Context: an optimization exercise on an open-source flow, tuned for small area and a short achievable clock period. The choices shown serve that exercise and are no tape-out recipe.
The RTL was checked by simulation tests, not by an equivalence proof against the original design.
Power is estimated from default activity; no workload was simulated. The flow treats the clock pin as an ideal source, which a real chip does not have.

### flow/config.mk
export PLATFORM = sky130hd
export DESIGN_NAME = mips_trace_capture
export DESIGN_NICKNAME = mips_trace_capture
export VERILOG_FILES = /design/flow/design.v
export SDC_FILE = /design/flow/constraint.sdc
export NUM_CORES = 4
export LEC_CHECK = 0
export CAP_MARGIN = 20
export CORE_MARGIN = 2
export CORE_UTILIZATION = 65
export CTS_CLUSTER_DIAMETER = 80
export CTS_CLUSTER_SIZE = 30
export SETUP_SLACK_MARGIN = 2.9
export SLEW_MARGIN = 20
export SYNTH_HIERARCHICAL = 1
export SYNTH_MINIMUM_KEEP_SIZE = 0
### flow/constraint.sdc
create_clock -name core_clock -period 5.5 [get_ports {CLK}]
set_input_delay 1.1000 -clock core_clock [delete_from_list [all_inputs] [get_ports {CLK}]]
set_output_delay 1.1000 -clock core_clock [all_outputs]
set_load 0.01 [all_outputs]
### flow/design.v
package mips_trace_pkg;
    typedef enum logic [1:0] {
        MODE_PERIODIC = 2'd0,
        MODE_GROW     = 2'd1,
        MODE_CHANGE   = 2'd2,
        MODE_SINGLE   = 2'd3
    } trace_mode_e;
    function automatic integer rec_width(input integer num_ch,
                                              input integer data_w,
                                              input integer cnt_w);
        rec_width = num_ch * data_w + cnt_w;
    endfunction
endpackage
module trace_head_bit #(
    parameter int unsigned N = 15
) (
    input  logic [N-1:0] sel,
    input  logic [N-1:0] din,
    input  logic         ld,
    input  logic         ld_w,
    input  logic         w,
    input  logic         hold,
    input  logic         q,
    output logic         d
);
    assign d = (ld && |(sel & din)) || (ld_w && w) || (hold && q);
endmodule
module mips_trace_capture #(
    parameter int unsigned DATA_W = 32,
    parameter int unsigned NUM_CH = 4,
    parameter int unsigned DEPTH  = 16,
    parameter int unsigned CNT_W  = 16
) (
    input  logic                       CLK,
    input  logic                       RESET,
    input  logic                       EN,
    input  logic                       CLEAR,
    input  logic [1:0]                 MODE,
    input  logic [CNT_W-1:0]           INTERVAL,
    input  logic [CNT_W-1:0]           STEP,
    input  logic [NUM_CH*DATA_W-1:0]   CH_IN,
    output logic                       RD_VALID,
    input  logic                       RD_READY,
    output logic [NUM_CH*DATA_W-1:0]   RD_DATA,
    output logic [CNT_W-1:0]           RD_TIME,
    output logic [$clog2(DEPTH):0]     COUNT,
    output logic                       OVERFLOW,
    output logic                       DONE
);
    localparam int unsigned REC_W = mips_trace_pkg::rec_width(NUM_CH, DATA_W, CNT_W);
    localparam int unsigned CH_W  = NUM_CH * DATA_W;
    logic [CNT_W-1:0]   ts_q;
    logic [CNT_W-1:0]   wt_q, wt_d;
    logic [CNT_W-1:0]   gap_q, gap_d;
    logic [CNT_W-1:0]   interval_eff;
    logic [CNT_W-1:0]   next_gap;
    logic [CNT_W:0]     gap_sum;
    logic [CNT_W-1:0]   gap_grow;
    logic [CNT_W-1:0]   wt_dec;
    logic [DATA_W-1:0]  prev0_q;
    logic               done_q, done_d;
    logic               ovf_q, ovf_d;
    logic               run, mode_chg, mode_single, mode_grow;
    logic               wt_one, wt_one_d, fire, chg, sample;
    localparam int unsigned SLOTS = DEPTH - 1;
    localparam int unsigned CW    = $clog2(DEPTH) + 1;
    logic [REC_W-1:0]   wdata;
    logic [REC_W-1:0]   head_q;
    logic [REC_W-1:0]   slot_q [SLOTS];
    logic [SLOTS-1:0]   wr_q, rd_q, rsel_q;
    logic               csel_q;
    logic               nhv_q, cnh_q;
    logic [SLOTS-1:0]   wr_nx, rd_nx, rd_d;
    logic [CW-1:0]      count_q, cnt_inc, cnt_dec;
    logic               hv_q;       
    logic               ne_q;       
    logic               full_q;     
    logic               ge3, at15;
    logic               pop, inc1, wr1, rd_adv;
    assign run          = EN && !CLEAR;
    assign mode_chg     = MODE == 2'd2;
    assign mode_single  = MODE == 2'd3;
    assign mode_grow    = MODE == 2'd1;
    assign interval_eff = (INTERVAL == '0) ? CNT_W'(1) : INTERVAL;
    assign gap_sum      = {1'b0, gap_q} + {1'b0, STEP};
    assign gap_grow     = gap_sum[CNT_W] ? '1 : gap_sum[CNT_W-1:0];
    assign next_gap     = mode_grow ? gap_grow : gap_q;
    assign wt_dec       = wt_q - CNT_W'(1);
    assign fire         = wt_one && !mode_chg;
    assign chg          = (CH_IN[DATA_W-1:0] != prev0_q);
    assign sample       = run && (mode_chg ? chg : (fire && !(mode_single && done_q)));
    always_comb begin
        if (!run) begin
            wt_d  = interval_eff;
            gap_d = interval_eff;
        end else if (fire) begin
            wt_d  = next_gap;
            gap_d = next_gap;
        end else begin
            wt_d  = mode_chg ? wt_q : wt_dec;
            gap_d = gap_q;
        end
        if (!run)          wt_one_d = (INTERVAL[CNT_W-1:1] == '0);
        else if (fire)     wt_one_d = (gap_q == CNT_W'(1)) && (!mode_grow || (STEP == '0));
        else if (mode_chg) wt_one_d = wt_one;
        else               wt_one_d = (wt_q == CNT_W'(2));
        done_d = run && (done_q || (fire && mode_single));
        ovf_d  = !CLEAR && (ovf_q || (sample && full_q && !RD_READY));
    end
    always_ff @(posedge CLK or negedge RESET) begin
        if (!RESET) begin
            ts_q    <= '0;
            wt_q    <= CNT_W'(1);
            wt_one  <= 1'b1;
            gap_q   <= CNT_W'(1);
            prev0_q <= '0;
            done_q  <= 1'b0;
            ovf_q   <= 1'b0;
        end else begin
            ts_q    <= ts_q + CNT_W'(1);
            wt_q    <= wt_d;
            wt_one  <= wt_one_d;
            gap_q   <= gap_d;
            prev0_q <= CH_IN[DATA_W-1:0];
            done_q  <= done_d;
            ovf_q   <= ovf_d;
        end
    end
    assign wdata  = {ts_q, CH_IN};
    assign pop    = RD_READY && hv_q && !CLEAR;
    assign inc1   = RD_READY ? !hv_q : !full_q;
    assign wr1    = RD_READY ? ne_q : (hv_q && !full_q);
    assign rd_adv = pop && ne_q;
    assign cnt_inc = count_q + CW'(1);
    assign cnt_dec = count_q - CW'(1);
    assign ge3     = (count_q > CW'(2));
    assign at15    = (count_q == CW'(DEPTH - 1));
    assign wr_nx   = {wr_q[SLOTS-2:0], wr_q[SLOTS-1]};
    assign rd_nx   = {rd_q[SLOTS-2:0], rd_q[SLOTS-1]};
    assign rd_d    = rd_adv ? rd_nx : rd_q;
    logic [CW-1:0] cnt_p, cnt_n, cnt_d;
    logic          hv_p, hv_n, ne_p, ne_n, full_p, full_n, ne_d, hv_d;
    always_comb begin
        cnt_p  = inc1 ? cnt_inc : count_q;
        hv_p   = inc1 ? 1'b1    : hv_q;
        ne_p   = inc1 ? hv_q    : ne_q;
        full_p = inc1 ? at15    : full_q;
        cnt_n  = pop  ? cnt_dec : count_q;
        hv_n   = pop  ? ne_q    : hv_q;
        ne_n   = pop  ? ge3     : ne_q;
        full_n = pop  ? 1'b0    : full_q;
        cnt_d  = ({CW{sample}} & cnt_p) | ({CW{!sample}} & cnt_n);
        ne_d   = (sample & ne_p) | (!sample & ne_n);
        hv_d   = (sample & hv_p) | (!sample & hv_n);
    end
    always_ff @(posedge CLK or negedge RESET) begin
        if (!RESET) begin
            count_q <= '0;
            hv_q    <= 1'b0;
            ne_q    <= 1'b0;
            full_q  <= 1'b0;
            wr_q    <= SLOTS'(1);
            rd_q    <= SLOTS'(1);
            rsel_q  <= '0;
            csel_q  <= 1'b1;
            nhv_q   <= 1'b1;
            cnh_q   <= 1'b1;
        end else if (CLEAR) begin
            count_q <= '0;
            hv_q    <= 1'b0;
            ne_q    <= 1'b0;
            full_q  <= 1'b0;
            wr_q    <= SLOTS'(1);
            rd_q    <= SLOTS'(1);
            rsel_q  <= '0;
            csel_q  <= 1'b1;
            nhv_q   <= 1'b1;
            cnh_q   <= 1'b1;
        end else begin
            count_q <= cnt_d;
            hv_q    <= hv_d;
            nhv_q   <= !hv_d;
            cnh_q   <= !ne_d && !hv_d;
            ne_q    <= ne_d;
            full_q  <= (sample & full_p) | (!sample & full_n);
            if (sample && wr1) wr_q <= wr_nx;
            rd_q    <= rd_d;
            rsel_q  <= {SLOTS{ne_d}} & rd_d;
            csel_q  <= !ne_d;
        end
    end
    for (genvar s = 0; s < SLOTS; s++) begin : g_slot
        always_ff @(posedge CLK) begin
            if ((wr_q[s] && !full_q) || (wr_q[s] && full_q && RD_READY)) slot_q[s] <= wdata;
        end
    end
    logic             head_ld, head_ld_w, head_hold;
    logic [REC_W-1:0] head_d;
    assign head_ld   = nhv_q || RD_READY;
    assign head_ld_w = cnh_q || (csel_q && RD_READY);
    assign head_hold = hv_q && !RD_READY;
    for (genvar b = 0; b < REC_W; b++) begin : g_rd
        logic [SLOTS-1:0] col;
        for (genvar s = 0; s < SLOTS; s++) begin : g_col
            assign col[s] = slot_q[s][b];
        end
        trace_head_bit #(.N(SLOTS)) u_hb (
            .sel  (rsel_q),
            .din  (col),
            .ld   (head_ld),
            .ld_w (head_ld_w),
            .w    (wdata[b]),
            .hold (head_hold),
            .q    (head_q[b]),
            .d    (head_d[b])
        );
    end
    always_ff @(posedge CLK) begin
        head_q <= head_d;
    end
    assign RD_VALID = hv_q;
    assign RD_DATA  = head_q[CH_W-1:0];
    assign RD_TIME  = head_q[REC_W-1 -: CNT_W];
    assign COUNT    = count_q;
    assign OVERFLOW = ovf_q;
    assign DONE     = done_q;
endmodule
### flow/flow/run.sh
#!/bin/bash
# Layout flow: the standard ORFS flow (standard.sh), unchanged except for two knobs:
#  - the port buffers that global placement inserts on every input and output are buf_2
#    cells rather than the resizer's default pick (a delay cell that repair then cannot
#    resize out of its footprint);
#  - clock tree synthesis runs without dummy loads (same clustering as config.mk asks for).
# Each step's full output goes to its own log in this folder.
set -euo pipefail
export BUFFER_PORTS_ARGS="-buffer_cell sky130_fd_sc_hd__buf_2"
export CTS_ARGS="-sink_clustering_enable -repair_clock_nets -sink_clustering_size 30 -sink_clustering_max_diameter 80 -dont_use_dummy_load"
bash standard.sh synth > synth.log 2>&1
bash standard.sh finish > layout.log 2>&1
### flow/standard.sh
#!/bin/bash
# synth_recipe.tcl (not shown) runs the flow's synth.tcl, then flattens the netlist and writes it again
# the make line also repeats each setting of config.mk as NAME=value (left out here)
make -C /OpenROAD-flow-scripts/flow DESIGN_CONFIG=/design/flow/config.mk WORK_HOME=/design/flow/orfs CLKGATE_MAP_FILE= SYNTH_SCRIPT=/design/flow/synth_recipe.tcl "${@:-finish}"
==> results of run 1 <==
worst max-delay path by stage:
stage	start	endpoint	slack, ns	cells past startpoint
2_1_floorplan	RD_READY	slot_q[1][0]$_DFFE_PP_	1.30	5
3_3_place_gp	CLEAR	wt_q[0]$_DFFE_PN1P_	1.53	8
3_5_place_dp	CLEAR	wt_q[0]$_DFFE_PN1P_	1.49	8
4_1_cts	CLEAR	wt_q[0]$_DFFE_PN1P_	2.88	8
5_1_grt	CLEAR	wt_q[0]$_DFFE_PN1P_	2.83	8
6_report	rsel_q[13]$_DFF_PN0_	head_q[110]$_DFF_P_	2.84	5
per-stage QoR:
stage	instances	hold slack, ns
2_1_floorplan	4766	0.447
3_3_place_gp	6897	0.440
3_5_place_dp	6897	0.444
4_1_cts	7013	0.341
5_1_grt	7024	0.364
6_report	7026	0.358
logic make-up after synthesis:
family | count (synthesis) | share of synthesized area, %
compound gates | 1466 | 12.5
xor+xnor | 58 | 0.584
fa+ha+maj | 24 | 0.354
buf+inv | 45 | 0.245
flops | 2443 | 81.9
mux | 19 | 0.220
simple gates | 711 | 4.11
cell type report:
class                   instances  area share, %
repair buffers                415           3.02
multi-input cells            2281           16.7
diodes                          4         0.0106
inverters                      15         0.0608
well taps                    1768           2.33
flip-flops and latches       2443           75.3
clock buffers                 100           2.64
cell usage after synthesis (8+ instances only):
master                     count  area share (%)
sky130_fd_sc_hd__a21oi_1      35            0.20
sky130_fd_sc_hd__a222oi_1    144             1.7
sky130_fd_sc_hd__a22oi_1    1015             8.8
sky130_fd_sc_hd__and3_1       26            0.19
sky130_fd_sc_hd__buf_2        10           0.058
sky130_fd_sc_hd__clkbuf_1     15           0.065
sky130_fd_sc_hd__dfrtp_1     131             3.8
sky130_fd_sc_hd__dfstp_2       8            0.24
sky130_fd_sc_hd__dfxtp_1     144             3.3
sky130_fd_sc_hd__edfxtp_1   2160              75
sky130_fd_sc_hd__ha_1         23            0.33
sky130_fd_sc_hd__inv_1        14           0.060
sky130_fd_sc_hd__mux2i_1      18            0.21
sky130_fd_sc_hd__nand2_1     228            0.98
sky130_fd_sc_hd__nand3_1     166            0.96
sky130_fd_sc_hd__nand4_1     160             1.2
sky130_fd_sc_hd__nor2_1       46            0.20
sky130_fd_sc_hd__nor2b_1      20            0.14
sky130_fd_sc_hd__nor3_1       21            0.12
sky130_fd_sc_hd__nor4_1       16            0.12
sky130_fd_sc_hd__o21ai_0      49            0.28
sky130_fd_sc_hd__o21ai_1     147            0.85
sky130_fd_sc_hd__xnor2_1      50            0.50
sky130_fd_sc_hd__xor2_1        8           0.081
power by group:
part / leakage, nW / internal (mW) / total, mW / switching [mW]
sequential: 22.8 / 20.3 / 20.4 / 0.112
combinational: 6.73 / 0.297 / 0.913 / 0.615
clock: 1.23 / 3.26 / 8.39 / 5.12
total: 30.7 / 23.8 / 29.7 / 5.85
registers in the layout, summed over array words and instances, names as in the netlist:
name	flops
prev0_q	32
head_q	144
ts_q	16
rd_q	15
cnh_q	1
wt_q	16
nhv_q	1
wt_one	1
wr_q	15
ovf_q	1
count_q	5
done_q	1
slot_q	2160
rsel_q	15
csel_q	1
hv_q	1
full_q	1
ne_q	1
gap_q	16
layer usage:
metal  GRT usage [%]  share of wire (%)
met1            49.1                 40
met4            7.44                2.7
met2            50.9                 47
met3            4.88                 11
met5               0                  0
what timing repair did:
action,CTS,global route
pin swaps,6,17
buffers inserted,14,8
gates resized for setup,21,36
cloned,2,1
setup endpoints to repair,418,174
==> load_flow_metrics.sql, run 1 <==
INSERT INTO impl_metrics (metric_group, metric, value, unit) VALUES
('final_layout', 'seq_area', '0.0713', 'mm^2'),
('final_layout', 'area_delta_synth_final', '8.99', '%'),
('yosys', 'synth_cell_area', '0.0869', 'mm^2'),
('critical_path', 'regToRegEndpoint', 'head_q[110]$_DFF_P_', ''),
('sta', 'setup_violations', '0', ''),
('floorplanning', 'core', '0.133', 'mm^2'),
('floorplanning', 'die-height', '370', 'um'),
('sta', 'layout_worst_path_cycle_share', '48.3', '%'),
('routing', 'drtPass1Iterations', '6', ''),
('sta', 'slew-limit-headroom', '23.9', '%'),
('critical_path', 'timing.critical_path.slowest_cell_delay', '0.72', 'ns'),
('routing', 'detail_route.iter0.violations', '6701', ''),
('yosys', 'synth-edff-count', '2160', ''),
('power', 'worst_ir_drop_vdd', '277', 'uV'),
('routing', 'drt_drc_violations_left', '0', ''),
('placement', 'place.gp.congestion', '0.842', ''),
('critical_path', 'critPathSlowestCell', 'sky130_fd_sc_hd__dfrtp_4', ''),
('final_layout', 'finish.utilization', '71.2', '%'),
('yosys', 'yosys_register_bits', '2443', ''),
('sta', 'fin_setup_tns', '0', 'ns'),
('routing', 'wl', '224000', 'um'),
('clock_network', 'clk_pin_slew', '0.10', 'ns'),
('yosys', 'synth_nets', '4957', ''),
('floorplanning', 'ios', '319', ''),
('power', 'power-per-cell-area', '313', 'mW/mm^2'),
('final_layout', 'post-route-cell-area', '0.0947', 'mm^2'),
('clock_network', 'tritoncts_num_sinks', '2443', ''),
('yosys', 'postSynthAreaPerCell', '18.2', 'um^2'),
('power', 'power.total', '29.7', 'mW'),
('clock_network', 'cts_tree', 'built', ''),
('placement', 'post-dp-hpwl', '108000', 'um'),
('clock_network', 'cts_max_path_buffers', '3', ''),
('sta', 'rsz_0062_raised_after_global_routing', 'true', ''),
('critical_path', 'cp_data_arrival_time', '3.23', 'ns'),
('yosys', 'seq_area_frac_synth', '81.9', '%'),
('yosys', 'yosys_warnings', '8', ''),
('placement', 'placedInstanceArea', '0.0917', 'mm^2'),
('power', 'power.leakage', '30.7', 'nW'),
('critical_path', 'cell_by_cell_listing_of_the_critical_path', 'buf_12 > a22oi_1 > nand4_1 > o21ai_1 > nand2_1', ''),
('sta', 'clock.fmax', '376', 'MHz'),
('final_layout', 'multi_input_gate_area_in_the_final_layout', '0.0158', 'mm^2'),
('outcome', 'status', 'timing/DRC/antenna clean', ''),
('clock_network', 'clk_latency', '0.76', 'ns'),
('critical_path', 'worst_path_dominant_cell_family', 'compound AO/OA/AOI/OAI gates', ''),
('yosys', 'async_flop_share', '5.69', '%'),
('final_layout', 'layout_common_cells', 'sky130_fd_sc_hd__edfxtp_1 (2160), sky130_fd_sc_hd__a22oi_1 (1015), sky130_fd_sc_hd__buf_2 (308), sky130_fd_sc_hd__nand2_1 (227), sky130_fd_sc_hd__nand3_1 (166)', ''),
('grt', 'grt_use_total', '32.4', '%'),
('yosys', 'synth.distinct_cells', '75', ''),
('floorplanning', 'initial_core_util', '65.3', '%'),
('floorplanning', 'std_cell_rows', '134', ''),
('sta', 'fin_worst_skew', '0.0540', 'ns'),
('critical_path', 'crit_path_max_fanout', '102', ''),
('critical_path', 'crit_buf_inv', '1', ''),
('grt', 'first_global_vias', '48800', ''),
('placement', 'buffer_ports.inserted', '318', ''),
('yosys', 'synthCells', '4766', ''),
('final_layout', 'nNetsFinal', '5447', ''),
('routing', 'vias_per_cell', '7.15', ''),
('sta', 'tightestPinTransition', '1.14', 'ns'),
('critical_path', 'worst_r2r_path_depth', '5', ''),
('final_layout', 'final_common_cell', 'sky130_fd_sc_hd__edfxtp_1', ''),
('final_layout', 'layout.filler_cells', '8422', ''),
('routing', 'post_drt_wl_per_cell', '31.8', 'um'),
('clock_network', 'cts.root.buffer_cell', 'sky130_fd_sc_hd__clkbuf_16', ''),
('sta', 'finalHoldViolations', '0', ''),
('clock_network', 'cts.hold.buffers_added', '0', ''),
('critical_path', 'critPathKind', 'reg -> reg', ''),
('placement', 'post-place-ws', '1.49', 'ns'),
('routing', 'vias', '50200', ''),
('grt', 'antenna_found_initial', '10', ''),
('grt', 'pin_count_of_the_biggest_net_entering_global_routing', '126', '');
==> inputs of run 2 (changes only) <==
--- a/flow/design.v
+++ b/flow/design.v
@@ -199,15 +199,17 @@
     assign head_ld   = nhv_q || RD_READY;
     assign head_ld_w = cnh_q || (csel_q && RD_READY);
     assign head_hold = hv_q && !RD_READY;
+    logic             head_ld_st;
+    assign head_ld_st = ne_q && RD_READY;
     for (genvar b = 0; b < REC_W; b++) begin : g_rd
         logic [SLOTS-1:0] col;
         for (genvar s = 0; s < SLOTS; s++) begin : g_col
             assign col[s] = slot_q[s][b];
         end
         trace_head_bit #(.N(SLOTS)) u_hb (
-            .sel  (rsel_q),
+            .sel  ((b < REC_W / 2) ? rsel_q : rd_q),
             .din  (col),
-            .ld   (head_ld),
+            .ld   ((b < REC_W / 2) ? head_ld : head_ld_st),
             .ld_w (head_ld_w),
             .w    (wdata[b]),
             .hold (head_hold),
==> load_flow_metrics.sql, run 2 <==
INSERT INTO impl_metrics (metric_group, metric, value, unit) VALUES
('outcome', 'status', 'timing/DRC/antenna clean', ''),
('sta', 'fin_setup_tns', '0', 'ns'),
('clock_network', 'clk_pin_slew', '0.11', 'ns'),
('grt', 'grt_use_total', '32.5', '%'),
('yosys', 'synth_nets', '4985', ''),
('critical_path', 'critPathKind', 'in -> reg', ''),
('sta', 'finalHoldViolations', '0', ''),
('sta', 'report.final.slew_viol_count', '0', ''),
('grt', 'grt_pass1_wl', '325000', 'um'),
('grt', 'grt_remaining_overflow', '0', ''),
('clock_network', 'tritoncts_num_sinks', '2443', ''),
('critical_path', 'worst_r2r_path_depth', '10', ''),
('critical_path', 'critPathSlowestCell', 'sky130_fd_sc_hd__fa_2', ''),
('sta', 'layout_worst_path_cycle_share', '48.4', '%'),
('final_layout', 'largest_register_ff_count', '2160', ''),
('critical_path', 'regToRegEndpoint', 'wt_q[15]$_DFFE_PN0P_', ''),
('yosys', 'yosys_warnings', '8', ''),
('routing', 'vias', '50400', ''),
('final_layout', 'layout_common_cells', 'sky130_fd_sc_hd__edfxtp_1 (2160), sky130_fd_sc_hd__a22oi_1 (1010), sky130_fd_sc_hd__buf_2 (299), sky130_fd_sc_hd__nand2_1 (204), sky130_fd_sc_hd__nand3_1 (159)', ''),
('yosys', 'postSynthAreaPerCell', '18.1', 'um^2'),
('clock_network', 'h-tree-depth', '3', ''),
('grt', 'pin_count_of_the_biggest_net_entering_global_routing', '115', ''),
('critical_path', 'timing.critical_path.from_type', 'input port', ''),
('clock_network', 'clk_latency', '0.76', 'ns'),
('yosys', 'yosys_most_used_dff', 'sky130_fd_sc_hd__edfxtp_1', ''),
('clock_network', 'cts_max_path_buffers', '3', ''),
('routing', 'detail_route.iter0.violations', '6886', ''),
('power', 'power-per-cell-area', '311', 'mW/mm^2'),
('floorplanning', 'die-height', '370', 'um'),
('clock_network', 'cts_tree', 'built', ''),
('placement', 'post-place-ws', '1.23', 'ns'),
('sta', 'min_period', '2.66', 'ns'),
('critical_path', 'reg2reg_slack', '2.91', 'ns'),
('critical_path', 'crit_path_max_fanout', '4', ''),
('yosys', 'synth_area_leader_cell', 'sky130_fd_sc_hd__edfxtp_1', ''),
('power', 'worst_ir_drop_vdd', '277', 'uV'),
('yosys', 'synth.distinct_cells', '63', ''),
('yosys', 'synthMostInstantiatedCell', 'sky130_fd_sc_hd__edfxtp_1', ''),
('power', 'power.leakage', '31.1', 'nW'),
('yosys', 'post_synth_most_frequent_cells', 'sky130_fd_sc_hd__edfxtp_1 (2160), sky130_fd_sc_hd__a22oi_1 (1011), sky130_fd_sc_hd__nand2_1 (204)', ''),
('sta', 'tightestPinTransition', '1.12', 'ns'),
('yosys', 'synth_top_area_share', '74.6', '%'),
('placement', 'buffer_ports.inserted', '318', ''),
('critical_path', 'cp_data_arrival_time', '3.27', 'ns'),
('routing', 'drtPass1Iterations', '6', ''),
('final_layout', 'final_layout_size_suffix_gt1_share', '12.7', '%'),
('routing', 'vias_per_cell', '7.10', ''),
('sta', 'clock.fmax', '376', 'MHz'),
('critical_path', 'reg2reg_from', 'gap_q[0]$_DFFE_PN1P_', ''),
('yosys', 'synth-edff-count', '2160', ''),
('final_layout', 'area_delta_synth_final', '9.47', '%'),
('yosys', 'yosys_register_bits', '2443', ''),
('placement', 'post-dp-hpwl', '117000', 'um'),
('yosys', 'async_flop_share', '5.69', '%'),
('floorplanning', 'ios', '319', ''),
('final_layout', 'nNetsFinal', '5513', ''),
('critical_path', 'crit_buf_inv', '2', ''),
('yosys', 'synthCells', '4794', ''),
('critical_path', 'critPathCaptureType', 'flop', ''),
('hold_path', 'worst_hold_path_type', 'in -> async', ''),
('clock_network', 'cts_buf_count', '100', ''),
('floorplanning', 'horizontal_die_dimension', '370', 'um'),
('routing', 'wl', '224000', 'um'),
('routing', 'drt_drc_violations_left', '0', ''),
('clock_network', 'cts.hold.buffers_added', '0', ''),
('final_layout', 'final_common_cell', 'sky130_fd_sc_hd__edfxtp_1', ''),
('sta', 'setup_violations', '0', ''),
('routing', 'drtAntennaViolNets', '0', ''),
('floorplanning', 'initial_core_util', '65.3', '%'),
('floorplanning', 'total_die_area', '0.137', 'mm^2'),
('sta', 'fin_worst_skew', '0.0615', 'ns'),
('final_layout', 'largest_register_by_flop_count', 'slot_q', ''),
('placement', 'place.gp.congestion', '0.939', ''),
('yosys', 'synth_cell_area', '0.0870', 'mm^2'),
('yosys', 'seq_area_frac_synth', '81.9', '%'),
('critical_path', 'cell_by_cell_listing_of_the_critical_path', 'buf_8 > ha_4 > fa_2 > a211oi_2 > o21ai_2 > a21oi_4 > buf_6 > nor3b_4 > a2111oi_4 > a311oi_2 > a221o_1', ''),
('routing', 'post_drt_wl_per_cell', '31.5', 'um'),
('floorplanning', 'std_cell_rows', '134', ''),
('grt', 'antenna_found_initial', '13', ''),
('yosys', 'synth.area.top_cells', 'sky130_fd_sc_hd__edfxtp_1 (75%), sky130_fd_sc_hd__a22oi_1 (8.7%), sky130_fd_sc_hd__dfrtp_1 (3.8%), sky130_fd_sc_hd__dfxtp_1 (3.3%), sky130_fd_sc_hd__a222oi_1 (1.7%)', ''),
('critical_path', 'timing.critical_path.slowest_cell_delay', '0.35', 'ns'),
('critical_path', 'worst_path_dominant_cell_family', 'compound AO/OA/AOI/OAI gates', ''),
('grt', 'first_global_vias', '48900', ''),
('floorplanning', 'core', '0.133', 'mm^2'),
('clock_network', 'cts.root.buffer_cell', 'sky130_fd_sc_hd__clkbuf_16', ''),
('sta', 'slew-limit-headroom', '25.1', '%'),
('sta', 'rsz_0062_raised_after_global_routing', 'true', ''),
('job', 'drv.max_cap_violation_count', '0', ''),
('final_layout', 'reg_top3', 'slot_q x2160, head_q x144, prev0_q x32', ''),
('sta', 'timing.final.ws_setup', '2.84', 'ns'),
('critical_path', 'worstPathRequired', '6.11', 'ns');
[run 2: area by class of cell]
type / count / area (um^2)
Fill cell: 8458 / 37900
Tap cell: 1768 / 2210
Clock buffer: 100 / 2500
Multi-Input combinational cell: 2296 / 16000
Sequential cell: 2443 / 71400
Timing Repair Buffer: 454 / 3020
Antenna cell: 7 / 17.5
Inverter: 27 / 101
[run 2: cell families (layout without fill, tap and decap cells)]
kind of cell               after synthesis  in the layout  synth area share (%)
other                                    0              7                     0
xor gates and xnor gates                59             59                 0.594
buffers and inverters                   57            581                 0.256
adders and majority gates               24             24                 0.354
and+or+nand+nor                        712            714                  4.12
DFF                                   2443           2443                  81.9
AOI/OAI and AO/OA                     1480           1480                  12.6
muxes                                   19             19                 0.220
[run 2: how the worst max path moves through the flow]
stage              start                 endpoint  slack (ns)  cells past startpoint
2_1_floorplan   RD_READY   slot_q[1][0]$_DFFE_PP_        1.45                      4
3_3_place_gp   CH_IN[23]         csel_q$_DFF_PN1_        1.28                      8
3_5_place_dp    CH_IN[6]         csel_q$_DFF_PN1_        1.23                      8
4_1_cts         RD_READY  slot_q[5][96]$_DFFE_PP_        2.80                      5
5_1_grt          STEP[0]     wt_q[15]$_DFFE_PN0P_        2.81                     11
6_report         STEP[0]     wt_q[15]$_DFFE_PN0P_        2.84                     11
[run 2: power by group]
group | total (mW) | internal, mW | leakage, nW | switching [mW]
logic | 0.906 | 0.299 | 7.02 | 0.607
clock network | 8.38 | 3.26 | 1.23 | 5.12
registers | 20.4 | 20.3 | 22.8 | 0.101
[run 2: through the flow]
stage               utilization (%)  std cells  hold WS (ns)  power [mW]  area [um^2]
global route                   71.5       7091         0.409        30.4        95200
global placement               69.0       6946         0.439        21.6        91900
detailed placement             69.0       6946         0.447        21.6        91900
floorplan                         -       4794         0.453        21.1        87200
CTS                            71.1       7061         0.405        29.7        94700
finish                         71.5       7095         0.391        29.7        95200
[run 2: layer usage]
layer	share of wire [%]	global-route usage (%)	vias to the layer above
li1	-	-	21300
met3	9.8	5.10	361
met1	38	45.7	26000
met4	2.9	9.40	12
met5	0.036	0	-
met2	49	53.6	2741
[run 2: what timing repair did]
action | CTS | global route
cloned | 0 | 3
setup endpoints to repair | 400 | 189
resized for setup | 40 | 75
setup buffers | 15 | 23
pin swaps | 9 | 29
==> inputs of run 3 (changes only) <==
--- a/flow/design.v
+++ b/flow/design.v
@@ -24,6 +24,14 @@
     output logic         d
 );
     assign d = (ld && |(sel & din)) || (ld_w && w) || (hold && q);
+endmodule
+module trace_slot_we (
+    input  logic wa,
+    input  logic wb,
+    input  logic rd,
+    output logic we
+);
+    assign we = wa || (wb && rd);
 endmodule
 module mips_trace_capture #(
     parameter int unsigned DATA_W = 32,
@@ -190,8 +198,15 @@
         end
     end
     for (genvar s = 0; s < SLOTS; s++) begin : g_slot
+        logic we;
+        trace_slot_we u_we (
+            .wa (wr_q[s] && !full_q),
+            .wb (wr_q[s] && full_q),
+            .rd (RD_READY),
+            .we (we)
+        );
         always_ff @(posedge CLK) begin
-            if ((wr_q[s] && !full_q) || (wr_q[s] && full_q && RD_READY)) slot_q[s] <= wdata;
+            if (we) slot_q[s] <= wdata;
         end
     end
     logic             head_ld, head_ld_w, head_hold;
==> load_flow_metrics.sql, run 3 <==
INSERT INTO impl_metrics (metric_group, metric, value, unit) VALUES
('grt', 'grt_pass1_wl', '335000', 'um'),
('clock_network', 'cts.hold.buffers_added', '0', ''),
('sta', 'report.final.slew_viol_count', '0', ''),
('clock_network', 'cts.root.buffer_cell', 'sky130_fd_sc_hd__clkbuf_16', ''),
('floorplanning', 'horizontal_die_dimension', '370', 'um'),
('grt', 'grt_use_total', '33.9', '%'),
('routing', 'vias', '50500', ''),
('power', 'combinational_power_share', '2.8', '%'),
('sta', 'setup_violations', '0', ''),
('yosys', 'yosys_warnings', '8', ''),
('floorplanning', 'die-height', '370', 'um'),
('yosys', 'async_flop_share', '5.69', '%'),
('power', 'part_of_the_power_in_registers', '68.8', '%'),
('critical_path', 'worst_path_dominant_cell_family', 'compound AO/OA/AOI/OAI gates', ''),
('critical_path', 'critPathKind', 'in -> reg', ''),
('clock_network', 'cts_tree', 'built', ''),
('yosys', 'postSynthAreaPerCell', '18.2', 'um^2'),
('final_layout', 'reg_top3', 'slot_q x2160, head_q x144, prev0_q x32', ''),
('placement', 'placedInstanceArea', '0.0921', 'mm^2'),
('clock_network', 'cts_buf_count', '99', ''),
('grt', 'grt_remaining_overflow', '0', ''),
('sta', 'layout_worst_path_cycle_share', '47.3', '%'),
('placement', 'place.gp.congestion', '0.846', ''),
('grt', 'pin_count_of_the_biggest_net_entering_global_routing', '140', ''),
('yosys', 'synth.area.top_cells', 'sky130_fd_sc_hd__edfxtp_1 (74%), sky130_fd_sc_hd__a22oi_1 (8.7%), sky130_fd_sc_hd__dfrtp_1 (3.8%), sky130_fd_sc_hd__dfxtp_1 (3.3%), sky130_fd_sc_hd__a222oi_1 (1.7%)', ''),
('critical_path', 'crit_path_max_fanout', '8', ''),
('power', 'worst_ir_drop_vdd', '289', 'uV'),
('clock_network', 'cts_max_path_buffers', '3', ''),
('final_layout', 'final_layout_size_suffix_gt1_share', '11.4', '%'),
('yosys', 'synthCells', '4795', ''),
('floorplanning', 'std_cell_rows', '134', ''),
('floorplanning', 'initial_core_util', '65.4', '%'),
('floorplanning', 'ios', '319', ''),
('yosys', 'yosys_most_used_dff', 'sky130_fd_sc_hd__edfxtp_1', ''),
('grt', 'globalRouteMet3Util', '5.67', '%'),
('clock_network', 'tritoncts_num_sinks', '2443', ''),
('critical_path', 'cp_data_arrival_time', '3.19', 'ns'),
('sta', 'tightestPinTransition', '1.09', 'ns'),
('grt', 'grt_most_used_layer', 'met2', ''),
('yosys', 'synth_top_area_share', '74.5', '%'),
('clock_network', 'clk_pin_slew', '0.11', 'ns'),
('sta', 'slew-limit-headroom', '27.6', '%'),
('power', 'clock_power_share', '28.4', '%'),
('critical_path', 'critPathCaptureType', 'flop', ''),
('final_layout', 'post-route-cell-area', '0.0949', 'mm^2'),
('grt', 'met2_usage', '54.4', '%'),
('final_layout', 'area_delta_synth_final', '8.91', '%'),
('final_layout', 'largest_register_ff_count', '2160', ''),
('routing', 'post_drt_wl_per_cell', '33.0', 'um'),
('routing', 'detail_route.iter0.violations', '7563', ''),
('critical_path', 'crit_buf_inv', '1', ''),
('yosys', 'synth-edff-count', '2160', ''),
('grt', 'first_global_vias', '49000', ''),
('critical_path', 'cell_by_cell_listing_of_the_critical_path', 'buf_8 > ha_4 > fa_2 > a211oi_2 > o21bai_2 > o211ai_2 > a41oi_4 > nor4_2 > o21ai_1 > o22a_1', ''),
('placement', 'buffer_ports.inserted', '318', ''),
('power', 'p_switching', '5.82', 'mW'),
('floorplanning', 'core', '0.133', 'mm^2'),
('final_layout', 'nNetsFinal', '5477', ''),
('yosys', 'synth_cell_area', '0.0871', 'mm^2'),
('grt', 'antenna_found_initial', '27', ''),
('power', 'p_int', '23.8', 'mW'),
('yosys', 'synthMostInstantiatedCell', 'sky130_fd_sc_hd__edfxtp_1', ''),
('routing', 'drt_drc_violations_left', '0', ''),
('critical_path', 'timing.critical_path.from_type', 'input port', ''),
('job', 'drv.max_cap_violation_count', '0', ''),
('placement', 'post-dp-hpwl', '114000', 'um'),
('final_layout', 'layout.filler_cells', '8473', ''),
('sta', 'fin_setup_tns', '0', 'ns'),
('power', 'power.total', '29.6', 'mW'),
('sta', 'min_period', '2.60', 'ns'),
('power', 'power-per-cell-area', '312', 'mW/mm^2'),
('power', 'netSwitchingFraction', '19.7', '%'),
('critical_path', 'timing.critical_path.slowest_cell_delay', '0.40', 'ns'),
('yosys', 'yosys_register_bits', '2443', ''),
('critical_path', 'critPathSlowestCell', 'sky130_fd_sc_hd__fa_2', ''),
('sta', 'clock.fmax', '385', 'MHz'),
('final_layout', 'final_common_cell', 'sky130_fd_sc_hd__edfxtp_1', ''),
('routing', 'drtPass1Iterations', '6', ''),
('routing', 'vias_per_cell', '7.16', ''),
('routing', 'drtAntennaViolNets', '0', ''),
('power', 'power.leakage', '31.1', 'nW'),
('final_layout', 'largest_register_by_flop_count', 'slot_q', ''),
('sta', 'finalHoldViolations', '0', ''),
('outcome', 'status', 'timing/DRC/antenna clean', ''),
('yosys', 'post_synth_most_frequent_cells', 'sky130_fd_sc_hd__edfxtp_1 (2160), sky130_fd_sc_hd__a22oi_1 (1015), sky130_fd_sc_hd__nand2_1 (206)', ''),
('routing', 'wl', '233000', 'um'),
('clock_network', 'clk_latency', '0.75', 'ns'),
('yosys', 'synth_area_leader_cell', 'sky130_fd_sc_hd__edfxtp_1', ''),
('floorplanning', 'total_die_area', '0.137', 'mm^2'),
('critical_path', 'worstPathRequired', '6.09', 'ns'),
('sta', 'fin_worst_skew', '0.0585', 'ns'),
('hold_path', 'worst_hold_path_type', 'in -> async', ''),
('final_layout', 'layout_common_cells', 'sky130_fd_sc_hd__edfxtp_1 (2160), sky130_fd_sc_hd__a22oi_1 (1015), sky130_fd_sc_hd__buf_2 (307), sky130_fd_sc_hd__nand2_1 (206), sky130_fd_sc_hd__nand3_1 (164)', ''),
('yosys', 'synth.distinct_cells', '69', ''),
('yosys', 'synth_nets', '4986', ''),
('clock_network', 'h-tree-depth', '3', ''),
('yosys', 'seq_area_frac_synth', '81.8', '%'),
('sta', 'rsz_0062_raised_after_global_routing', 'true', ''),
('grt', 'grtUsageMet1', '49.4', '%');
## run 3: stage by stage
stage                     instances  hold slack [ns]  utilization, %  worst slack [ns]
final                          7062            0.376            71.2              2.90
after global routing           7060            0.460            71.2              2.81
after CTS                      7048            0.468            71.0              2.84
after detailed placement       6942            0.449            69.1              1.58
after global placement         6941            0.444            69.1              1.57
after floorplan                4795            0.491               -              2.23
## run 3: Yosys stat by module (local to each module, per instance), excerpt
module,flops+latches,cell area (um^2),cells inside,times used
mips_trace_capture,2443,75100,3052,1
trace_slot_we,0,7.51,1,15
## run 3: kinds of logic (layout without fill, tap and decap cells)
family	count (synthesis)	count (layout)	synth area share, %
AO/OA/AOI/OAI	1486	1489	12.7
XOR/XNOR	61	61	0.613
adder cells (fa/ha/maj)	24	24	0.353
buffers and inverters	55	541	0.254
flip-flops	2443	2443	81.8
multiplexers	20	20	0.237
other	0	10	0
AND/OR/NAND/NOR	706	706	4.10
## run 3: layer usage
metal | part of all wire [%] | vias up
li1 | - | 21200
met1 | 38 | 25700
met2 | 48 | 3156
met3 | 11 | 395
met4 | 2.5 | 22
met5 | 0.063 | -
## run 3: final timing paths
path	start	end	slack, ns	cells past startpoint
min	RESET	ts_q[9]$_DFF_PN0_	0.38	2
min reg2reg	head_q[83]$_DFF_P_	head_q[83]$_DFF_P_	0.47	2
max	STEP[0]	wt_q[14]$_DFFE_PN0P_	2.90	10
max in group asynchronous	RESET	wt_q[10]$_DFFE_PN0P_	4.21	2
min in group core_clock	head_q[83]$_DFF_P_	head_q[83]$_DFF_P_	0.47	2
max reg2reg	gap_q[0]$_DFFE_PN1P_	wt_q[14]$_DFFE_PN0P_	2.95	11
## run 3: power by group through the flow
stage                     clock network, mW  logic, mW  registers, mW
final                                  8.39      0.830           20.4
after floorplan                           0      0.307           20.8
after detailed placement                  0      0.802           20.8
after global placement                    0      0.779           20.8
after global routing                   9.03      0.912           20.4
after CTS                              8.42      0.813           20.4
## run 3: area by class of cell
cell class | count | area, um^2 | area share, %
Clock buffer | 99 | 2480 | 2.61
Inverter | 26 | 97.6 | 0.103
Tap cell | 1768 | 2210 | 2.33
Sequential cell | 2443 | 71300 | 75.2
Timing Repair Buffer | 416 | 2770 | 2.92
Multi-Input combinational cell | 2300 | 15900 | 16.8
Antenna cell | 10 | 25.0 | 0.0264
## run 3: what timing repair did
item                                    in CTS  in global routing
endpoints found under the setup margin    1229                712
buffers inserted                             6                  1
gates resized for setup                     14                 28
gates cloned                                 1                  3
pin swaps                                    8                  5
==> inputs of run 4 (changes only) <==
--- a/flow/config.mk
+++ b/flow/config.mk
@@ -10,6 +10,7 @@
 export CORE_UTILIZATION = 65
 export CTS_CLUSTER_DIAMETER = 80
 export CTS_CLUSTER_SIZE = 30
+export PLACE_DENSITY = 0.7
 export SETUP_SLACK_MARGIN = 2.9
 export SLEW_MARGIN = 20
 export SYNTH_HIERARCHICAL = 1
==> load_flow_metrics.sql, run 4 <==
INSERT INTO impl_metrics (metric_group, metric, value, unit) VALUES
('routing', 'vias', '50900', ''),
('clock_network', 'cts_buf_count', '97', ''),
('critical_path', 'timing.critical_path.from_type', 'input port', ''),
('yosys', 'synth_top_area_share', '74.5', '%'),
('placement', 'buffer_ports.inserted', '318', ''),
('critical_path', 'timing.critical_path.slowest_cell_delay', '0.81', 'ns'),
('critical_path', 'cell_by_cell_listing_of_the_critical_path', 'buf_4 > and2_4 > buf_4 > o21ai_1 > nand2_1', ''),
('yosys', 'yosys_most_used_dff', 'sky130_fd_sc_hd__edfxtp_1', ''),
('routing', 'post_drt_wl_per_cell', '32.9', 'um'),
('placement', 'post-dp-hpwl', '116000', 'um'),
('power', 'worst_ir_drop_vdd', '293', 'uV'),
('routing', 'vias_per_cell', '7.20', ''),
('yosys', 'synth_cell_area', '0.0871', 'mm^2'),
('sta', 'setup_violations', '0', ''),
('yosys', 'post_synth_most_frequent_cells', 'sky130_fd_sc_hd__edfxtp_1 (2160), sky130_fd_sc_hd__a22oi_1 (1015), sky130_fd_sc_hd__nand2_1 (206)', ''),
('sta', 'slew-limit-headroom', '26.2', '%'),
('yosys', 'synthCells', '4795', ''),
('critical_path', 'critPathSlowestCell', 'sky130_fd_sc_hd__and2_4', ''),
('routing', 'drtPass1Iterations', '9', ''),
('placement', 'place.gp.congestion', '0.923', ''),
('sta', 'clock.fmax', '366', 'MHz'),
('sta', 'rsz_0062_raised_after_global_routing', 'true', ''),
('critical_path', 'critPathCaptureType', 'flop', ''),
('final_layout', 'post-route-cell-area', '0.0950', 'mm^2'),
('floorplanning', 'initial_core_util', '65.4', '%'),
('yosys', 'seq_area_frac_synth', '81.8', '%'),
('sta', 'tightestPinTransition', '1.11', 'ns'),
('critical_path', 'cp_data_arrival_time', '3.41', 'ns'),
('clock_network', 'cts.hold.buffers_added', '0', ''),
('sta', 'fin_worst_skew', '0.0480', 'ns'),
('yosys', 'synth.area.top_cells', 'sky130_fd_sc_hd__edfxtp_1 (74%), sky130_fd_sc_hd__a22oi_1 (8.7%), sky130_fd_sc_hd__dfrtp_1 (3.8%), sky130_fd_sc_hd__dfxtp_1 (3.3%), sky130_fd_sc_hd__a222oi_1 (1.7%)', ''),
('critical_path', 'crit_path_max_fanout', '44', ''),
('yosys', 'async_flop_share', '5.69', '%'),
('clock_network', 'h-tree-depth', '3', ''),
('grt', 'grt_remaining_overflow', '0', ''),
('outcome', 'status', 'timing/DRC/antenna clean', ''),
('yosys', 'synth_nets', '4986', ''),
('floorplanning', 'std_cell_rows', '134', ''),
('final_layout', 'multi_input_gate_area_in_the_final_layout', '0.0160', 'mm^2'),
('placement', 'placedInstanceArea', '0.0921', 'mm^2'),
('final_layout', 'largest_register_by_flop_count', 'slot_q', ''),
('critical_path', 'worst_path_dominant_cell_family', 'buffers and inverters', ''),
('sta', 'fin_setup_tns', '0', 'ns'),
('yosys', 'synth_area_leader_cell', 'sky130_fd_sc_hd__edfxtp_1', ''),
('final_layout', 'largest_register_ff_count', '2160', ''),
('final_layout', 'area_delta_synth_final', '9.08', '%'),
('grt', 'grt_use_total', '33.7', '%'),
('floorplanning', 'ios', '319', ''),
('sta', 'layout_worst_path_cycle_share', '49.7', '%');
==> run 4: changes by cell type in the layout (fill, tap and decap cells not counted), sizes merged <==
cell    delta
diode      -3
a21o       +3
clkbuf    -10
a41oi      +1
buf       +20
==> run 4: Yosys stat by module, one instance, submodules excluded, a selection <==
module              cells inside  area (um^2)  flip-flops and latches  times used
mips_trace_capture          3052        75100                    2443           1
trace_slot_we                  1         7.51                       0          15
==> run 4: area by class of cell <==
type | instances | share of cell area [%]
Multi-Input combinational cell | 2304 | 16.8
Timing Repair Buffer | 428 | 3.06
Tap cell | 1768 | 2.33
Sequential cell | 2443 | 75.1
Inverter | 26 | 0.103
Antenna cell | 7 | 0.0184
Clock buffer | 97 | 2.55
==> run 4: cell families (layout without fill, tap and decap cells) <==
logic type / count (synthesis) / after routing / synth area share, %
AO/OA/AOI/OAI: 1486 / 1493 / 12.7
multiplexers: 20 / 20 / 0.237
adder cells (fa/ha/maj): 24 / 24 / 0.353
XOR/XNOR: 61 / 61 / 0.613
buffers and inverters: 55 / 551 / 0.254
AND/OR/NAND/NOR: 706 / 706 / 4.10
other: 0 / 7 / 0
flip-flops: 2443 / 2443 / 81.8
==> run 4: worst paths after layout <==
check	start	endpoint	slack [ns]	depth (start not counted)
max in group asynchronous	RESET	wt_q[15]$_DFFE_PN0P_	4.22	2
setup / recovery	RD_READY	head_q[96]$_DFF_P_	2.77	5
hold reg to reg	head_q[54]$_DFF_P_	head_q[54]$_DFF_P_	0.47	2
hold / removal	RESET	ts_q[15]$_DFF_PN0_	0.19	1
setup reg to reg	gap_q[0]$_DFFE_PN1P_	wt_q[8]$_DFFE_PN0P_	2.86	11
min in group core_clock	head_q[54]$_DFF_P_	head_q[54]$_DFF_P_	0.47	2
==> run 4: stage by stage <==
step / setup slack [ns] / hold slack, ns / util [%] / instances
after global placement: 1.50 / 0.445 / 69.1 / 6942
after CTS: 2.86 / 0.158 / 71.1 / 7055
after detailed placement: 1.44 / 0.446 / 69.1 / 6943
after global routing: 2.72 / 0.176 / 71.3 / 7073
after floorplan: 2.23 / 0.491 / - / 4795
final: 2.77 / 0.186 / 71.3 / 7073
==> run 4: timing repair <==
item | CTS | global route
setup endpoints to repair | 1299 | 226
gates cloned | 5 | 2
setup buffers | 10 | 9
pin swaps | 14 | 9
gates resized for setup | 20 | 30
==> run 4: power by group <==
| part | leakage, nW | switching, mW | internal, mW |
|---|---|---|---|
| logic | 7.15 | 0.569 | 0.275 |
| clock network | 1.20 | 5.14 | 3.17 |
| registers | 22.8 | 0.102 | 20.3 |
==> run 4: metal layers <==
layer	vias to the layer above	GRT usage, %	wire length [um]
met5	-	0	138
met4	22	9.73	6800
li1	21200	-	-
met3	419	5.87	27300
met2	3219	54.6	113000
met1	26000	48.0	85700

port drivers added, routing unchanged:
Ports are ideal in the flow. The routed layouts listed here were re-timed in OpenROAD. Step 1, drivers: a clkbuf_16 drives CLK and a buf_2 each remaining input, both assumed. Step 2 times the ports against the registers' clock, not the clock port: input delays grow and output delays shrink by t, the midpoint of the rising clock arrivals with the driver on. a / b / c = no drivers / after step 1 / after step 2; a / b = the first two.
run	t, ns	setup WS [ns]	worst data-port slew with drivers (ns)
run 1	0.812	2.842 / 2.842 / 2.117	0.13
run 2	0.806	2.841 / 2.862 / 2.056	0.18
run 3	0.807	2.901 / 2.846 / 2.038	0.20
run 4	0.807	2.769 / 2.825 / 2.018	0.20
After both steps every run listed still meets setup and hold. The setup slack of run 3, which loses most, moves by -0.055 ns with the drivers and by -0.863 ns with both steps.
